This design comes from an exercise in tuning for small area, a short achievable clock period and few clock cycles per item on the open sky130 flow, not from production work.
Where RTL was checked, it was by simulation tests only, not by an equivalence proof against the original.
The flow treats the clock pin as an ideal source, which a real chip does not have.

P:
==> flow/design.v <==
`default_nettype none
package sw_pkg;
    typedef enum logic [1:0] {
        BASE_A = 2'd0,
        BASE_T = 2'd1,
        BASE_G = 2'd2,
        BASE_C = 2'd3
    } base_t;
    typedef logic signed [8-1:0] score_t;
    typedef enum logic [1:0] {
        LOAD_QUERY = 2'd0,
        STREAM_REF = 2'd1,
        DRAIN      = 2'd2
    } load_state_t;
    typedef struct packed {
        score_t             score;
        logic [3-1:0]  row;
        logic [4-1:0]  col;
    } best_t;
endpackage
`default_nettype wire
`timescale 1ns/1ps
`default_nettype none
module sw_pe #(
    parameter int ROW = 0,
    parameter int W   = 5,    
    parameter int WU  = 5     
) (
    input  logic          clk,
    input  logic          rst,
    input  logic          i_step,     
    input  logic          i_valid,    
    input  logic          i_q_we,
    input  logic [1:0]    i_q_base,
    input  logic [1:0]    i_base,     
    input  logic [WU-1:0] i_h_up,     
    output logic [1:0]    o_base,
    output logic [W-1:0]  o_h         
);
    logic [1:0]    q_base;
    logic [WU-1:0] diag;              
    logic [W-1:0]  h_new;
    always_ff @(posedge clk) begin
        if (i_q_we) q_base <= i_q_base;
    end
    function automatic logic gt(input logic [W-1:0] a, input logic [W-1:0] b);
        logic g;
        g = 1'b0;
        for (int k = 0; k < W; k++) g = (a[k] & ~b[k]) | ((a[k] | ~b[k]) & g);
        gt = g;
    endfunction
    always_comb begin
        logic [W-1:0] dd;
        logic [W-1:0] m;
        dd = (ROW == 0) ? '0 : W'(diag);
        m  = dd;
        if (ROW != 0 && gt(W'(i_h_up), m)) m = W'(i_h_up);
        if (gt(o_h, m)) m = o_h;
        if (i_base == q_base) h_new = dd + 2'd2;
        else                  h_new = (m == '0) ? '0 : m - 1'b1;
    end
    always_ff @(posedge clk) begin
        if (i_step) begin
            o_base <= i_base;
            diag   <= i_h_up;
        end
    end
    if (ROW == 0) begin : g_h_rst
        always_ff @(posedge clk or posedge rst) begin
            if (rst) o_h <= '0;
            else if (i_step) o_h <= i_valid ? h_new : '0;
        end
    end else begin : g_h
        always_ff @(posedge clk) begin
            if (i_step) o_h <= i_valid ? h_new : '0;
        end
    end
endmodule
`default_nettype wire
`timescale 1ns/1ps
`default_nettype none
module sw_top (
    input  logic                clk,
    input  logic                rst,
    input  logic                i_sym_valid,
    input  sw_pkg::base_t       i_sym,
    input  logic                i_res_credit,
    output logic                o_sym_credit,
    output logic                o_res_valid,
    output sw_pkg::score_t      o_res_score,
    output logic [3-1:0]   o_res_row,
    output logic [4-1:0]   o_res_col
);
    localparam int NQ = 8;
    localparam int NR = 16;
    localparam int ND = NQ + NR - 1;     
    logic       in_v;
    logic [1:0] in_b;
    logic [4:0] cnt;                     
    logic [4:0] d;                       
    logic       step;
    logic       drain;
    logic       is_ref;
    always_ff @(posedge clk or posedge rst) begin
        if (rst) in_v <= 1'b0;
        else     in_v <= i_sym_valid;
    end
    always_ff @(posedge clk) begin
        in_b <= i_sym;
    end
    assign is_ref = (cnt >= 5'(NQ));
    assign drain  = (d >= 5'(NR));
    assign step   = (in_v && is_ref) || drain;
    always_ff @(posedge clk or posedge rst) begin
        if (rst) begin
            cnt <= '0;
            d   <= '0;
        end else begin
            if (in_v) cnt <= (cnt == 5'(NQ + NR - 1)) ? '0 : cnt + 1'b1;
            if (step) d   <= (d == 5'(ND - 1)) ? '0 : d + 1'b1;
        end
    end
    function automatic int hw(input int row);
        int mx;
        mx = 2 * (row + 1);
        hw = $clog2(mx + 1);
    endfunction
    logic [1:0] base_c [NQ+1];
    logic [4:0] h_c    [NQ+1];           
    logic [NQ-1:0] valid;
    assign base_c[0] = in_b;
    assign h_c[0]    = '0;
    for (genvar i = 0; i < NQ; i++) begin : g_pe
        localparam int W  = hw(i);
        localparam int WU = (i == 0) ? 1 : hw(i - 1);
        logic [W-1:0] h;
        assign valid[i] = (d >= 5'(i)) && (d <= 5'(i + NR - 1));
        sw_pe #(.ROW(i), .W(W), .WU(WU)) u_pe (
            .clk      (clk),
            .rst      (rst),
            .i_step   (step),
            .i_valid  (valid[i]),
            .i_q_we   (in_v && (cnt == 5'(i))),
            .i_q_base (in_b),
            .i_base   (base_c[i]),
            .i_h_up   (h_c[i][WU-1:0]),
            .o_base   (base_c[i+1]),
            .o_h      (h)
        );
        assign h_c[i+1] = 5'(h);
    end
    logic       trk;
    logic       first;               
    logic       done;                
    logic [3:0] dl;                  
    logic [4:0] run_s;
    logic [2:0] run_r;
    logic [3:0] run_c;
    logic [4:0] b_s;
    logic [2:0] b_r;
    logic [3:0] b_c;
    function automatic logic gt5(input logic [4:0] a, input logic [4:0] b);
        logic g;
        g = 1'b0;
        for (int k = 0; k < 5; k++) g = (a[k] & ~b[k]) | ((a[k] | ~b[k]) & g);
        gt5 = g;
    endfunction
    always_ff @(posedge clk or posedge rst) begin
        if (rst) trk <= 1'b0;
        else     trk <= step;
    end
    assign first = (d == 5'd1);
    assign done  = trk && (d == 5'd0);
    assign dl    = (d == 5'd0) ? 4'(ND - 1) : 4'(d - 1'b1);
    always_comb begin
        logic [4:0]    s0;
        logic [NQ-1:0] c1;               
        logic [NQ-1:0] c2;               
        logic [NQ-1:0] sel;
        logic [2:0]    r;
        s0 = first ? 5'd0 : run_s;
        for (int i = 0; i < NQ; i++) begin
            c1[i] = gt5(h_c[i+1], s0);
            c2[i] = c1[i] && (h_c[i+1][0] == s0[0]);
        end
        sel = (c2 != '0) ? c2 : c1;
        r = '0;
        for (int i = NQ - 1; i >= 0; i--) begin
            if (sel[i]) r = 3'(i);
        end
        if (first) begin
            b_s = '0;
            b_r = '0;
            b_c = '0;
        end else begin
            b_s = run_s;
            b_r = run_r;
            b_c = run_c;
        end
        if (c1 != '0) begin
            b_s = s0 + ((c2 != '0) ? 5'd2 : 5'd1);
            b_r = r;
            b_c = dl - 4'(r);
        end
    end
    always_ff @(posedge clk) begin
        if (trk) begin
            run_s <= b_s;
            run_r <= b_r;
            run_c <= b_c;
        end
    end
    logic       rv;
    logic [3:0] rcred;
    logic [1:0] pend;                    
    logic       rc_in;                   
    always_ff @(posedge clk or posedge rst) begin
        if (rst) rc_in <= 1'b0;
        else     rc_in <= i_res_credit;
    end
    assign o_res_valid = rv;
    assign o_res_score = sw_pkg::score_t'({3'b000, run_s});
    assign o_res_row   = run_r;
    assign o_res_col   = run_c;
    logic [2:0] owed;                    
    logic [2:0] avail;
    logic       allow;                   
    logic       give;
    logic       osc;
    assign avail = owed + {2'b0, in_v};
    assign allow = (cnt == 5'(NQ + NR - 5) + {2'b0, owed});
    assign give  = (avail != '0) && (!allow || (rcred != {2'b0, pend}));
    always_ff @(posedge clk or posedge rst) begin
        if (rst) begin
            owed  <= '0;
            osc   <= 1'b0;
            rv    <= 1'b0;
            rcred <= '0;
            pend  <= '0;
        end else begin
            owed  <= avail - {2'b0, give};
            osc   <= give;
            rv    <= done;
            rcred <= rcred + {3'b0, rc_in} - {3'b0, rv};
            pend  <= pend + {1'b0, give && allow} - {1'b0, rv};
        end
    end
    assign o_sym_credit = osc;
endmodule
`default_nettype wire
==> flow/config.mk <==
export PLATFORM = sky130hd
export DESIGN_NAME = sw_top
export DESIGN_NICKNAME = sw_top
export VERILOG_FILES = /design/flow/design.v
export SDC_FILE = /design/flow/constraint.sdc
export NUM_CORES = 4
export LEC_CHECK = 0
export ABC_AREA = 1
export CAP_MARGIN = 20
export CORE_MARGIN = 2
export CORE_UTILIZATION = 60
export SLEW_MARGIN = 20
==> flow/constraint.sdc <==
create_clock -name core_clock -period 22.0 [get_ports {clk}]
set_input_delay 4.4000 -clock core_clock [delete_from_list [all_inputs] [get_ports {clk}]]
set_output_delay 4.4000 -clock core_clock [all_outputs]
set_load 0.01 [all_outputs]
standard.sh (not shown) runs the stock make flow with config.mk's settings and CLKGATE_MAP_FILE= SYNTH_SCRIPT=/design/flow/synth_recipe.tcl, a recipe that flattens the netlist after the stock synthesis.
==> flow/flow/run.sh <==
#!/bin/bash
# Standard ORFS layout with three changes: the port buffers are buf_2 instead
# of the default delay-cell buffer; clock tree synthesis uses a clkbuf_16 root
# and clkbuf_4 leaves and no dummy loads; after it, flow/post_cts.tcl gives
# clkbuf_8 to the leaves whose flip-flop clock pins see a slew above 90 ps.
set -o pipefail
bash standard.sh \
  'BUFFER_PORTS_ARGS=-buffer_cell sky130_fd_sc_hd__buf_2' \
  'CTS_ARGS=-sink_clustering_enable -repair_clock_nets -dont_use_dummy_load -root_buf sky130_fd_sc_hd__clkbuf_16 -buf_list sky130_fd_sc_hd__clkbuf_4' \
  "POST_CTS_TCL=$PWD/flow/post_cts.tcl" \
  finish > standard.log 2>&1
==> flow/flow/post_cts.tcl <==
# After CTS with small leaf buffers: give clkbuf_8 to every clock buffer
# whose flip-flop clock pins see a slew above 90 ps, then re-legalize.
set_propagated_clock [all_clocks]
estimate_parasitics -placement
set upsized 0
foreach inst [get_cells -quiet -filter "ref_name == sky130_fd_sc_hd__clkbuf_4"] {
  set name [get_full_name $inst]
  set worst 0
  set net [get_nets -of_objects [get_pins $name/X]]
  foreach pin [get_pins -of_objects $net -filter "direction == input"] {
    foreach e {rise fall} {
      set s [get_property $pin slew_max_$e]
      if {$s ne "" && $s > $worst} { set worst $s }
    }
  }
  if {$worst > 0.090} {
    replace_cell $inst sky130_fd_sc_hd__clkbuf_8
    incr upsized
  }
}
puts "post_cts: upsized $upsized clock buffers"
detailed_placement
estimate_parasitics -placement
P | stages: all done | timing, DRC, antenna: all pass
Testbench counts of P, summed over its fixed seeds: cycles 9,296, jobs 384.
Setup changes, P to Q
--- a/flow/design.v
+++ b/flow/design.v
@@ -95,30 +95,33 @@
     localparam int NR = 16;
     localparam int ND = NQ + NR - 1;     
     logic       in_v;
     logic [1:0] in_b;
-    logic [4:0] cnt;                     
+    logic       is_ref;                  
+    logic [2:0] qi;                      
     logic [4:0] d;                       
     logic       step;
     logic       drain;
-    logic       is_ref;
     always_ff @(posedge clk or posedge rst) begin
         if (rst) in_v <= 1'b0;
         else     in_v <= i_sym_valid;
     end
     always_ff @(posedge clk) begin
         in_b <= i_sym;
     end
-    assign is_ref = (cnt >= 5'(NQ));
-    assign drain  = (d >= 5'(NR));
-    assign step   = (in_v && is_ref) || drain;
+    assign drain = (d >= 5'(NR)) && (d != 5'(ND));
+    assign step  = (in_v && is_ref) || drain;
     always_ff @(posedge clk or posedge rst) begin
         if (rst) begin
-            cnt <= '0;
-            d   <= '0;
+            is_ref <= 1'b0;
+            qi     <= '0;
+            d      <= '0;
         end else begin
-            if (in_v) cnt <= (cnt == 5'(NQ + NR - 1)) ? '0 : cnt + 1'b1;
-            if (step) d   <= (d == 5'(ND - 1)) ? '0 : d + 1'b1;
+            if (in_v && !is_ref) qi <= qi + 1'b1;
+            if (in_v && !is_ref && qi == 3'(NQ - 1)) is_ref <= 1'b1;
+            if (in_v && is_ref && d == 5'(NR - 1))   is_ref <= 1'b0;
+            if (step)               d <= d + 1'b1;
+            else if (d == 5'(ND))   d <= '0;
         end
     end
     function automatic int hw(input int row);
         int mx;
@@ -139,9 +142,9 @@
             .clk      (clk),
             .rst      (rst),
             .i_step   (step),
             .i_valid  (valid[i]),
-            .i_q_we   (in_v && (cnt == 5'(i))),
+            .i_q_we   (in_v && !is_ref && (qi == 3'(i))),
             .i_q_base (in_b),
             .i_base   (base_c[i]),
             .i_h_up   (h_c[i][WU-1:0]),
             .o_base   (base_c[i+1]),
@@ -169,10 +172,10 @@
         if (rst) trk <= 1'b0;
         else     trk <= step;
     end
     assign first = (d == 5'd1);
-    assign done  = trk && (d == 5'd0);
-    assign dl    = (d == 5'd0) ? 4'(ND - 1) : 4'(d - 1'b1);
+    assign done  = trk && (d == 5'(ND));
+    assign dl    = 4'(d - 1'b1);
     always_comb begin
         logic [4:0]    s0;
         logic [NQ-1:0] c1;               
         logic [NQ-1:0] c2;               
@@ -227,9 +230,9 @@
     logic       allow;                   
     logic       give;
     logic       osc;
     assign avail = owed + {2'b0, in_v};
-    assign allow = (cnt == 5'(NQ + NR - 5) + {2'b0, owed});
+    assign allow = is_ref && (d == 5'(NQ + NR - 5 - NQ) + {2'b0, owed});
     assign give  = (avail != '0) && (!allow || (rcred != {2'b0, pend}));
     always_ff @(posedge clk or posedge rst) begin
         if (rst) begin
             owed  <= '0;
## What came out
Q was carried through to the last stage, and its layout satisfied the timing, design-rule and antenna checks.
As far as worst hold margin is concerned, P and Q perform about the same.
Relative to P, multi-input gate share of the layout cell area has increased by 0.35 points in Q.
Diff P -> Q: largest incremental delay on the critical path +0.02 ns, first-pass GRT wire length grew by about 1.9%.
Standard cell area after detailed placement up about 0.7% in Q wrt P
The higher met3 capacity usage during global routing came out of Q.
For Q, only the layout was checked, not whether the RTL still works.

separate check: timing with driven ports:
How much do the figures lean on ideal ports? The routed layouts below were timed once more, with nothing changed but the port constraints.
Step 1: set_driving_cell puts a clkbuf_16 on clk and a buf_2 on each other input, an assumption about the parent block.
Step 2 also shifts input and output timing later by t, the mid clock arrival at the registers, as if the neighbouring blocks saw the same clock.
a / b / c = no drivers / after step 1 / after step 2; a / b = the first two.
run | t, ns | slack for setup (ns) | latest minus earliest clock arrival (ns) | worst slew at a driven data input, ns | pins driven straight from the clock port
P | 0.384 | 16.527 / 16.485 / 16.797 | 0.033 / 0.032 | 0.03 | 1
Q | 0.391 | 16.494 / 16.451 / 16.842 | 0.029 / 0.029 | 0.03 | 1
After both steps every run listed still meets setup and hold. Setup slack includes reset recovery checks.
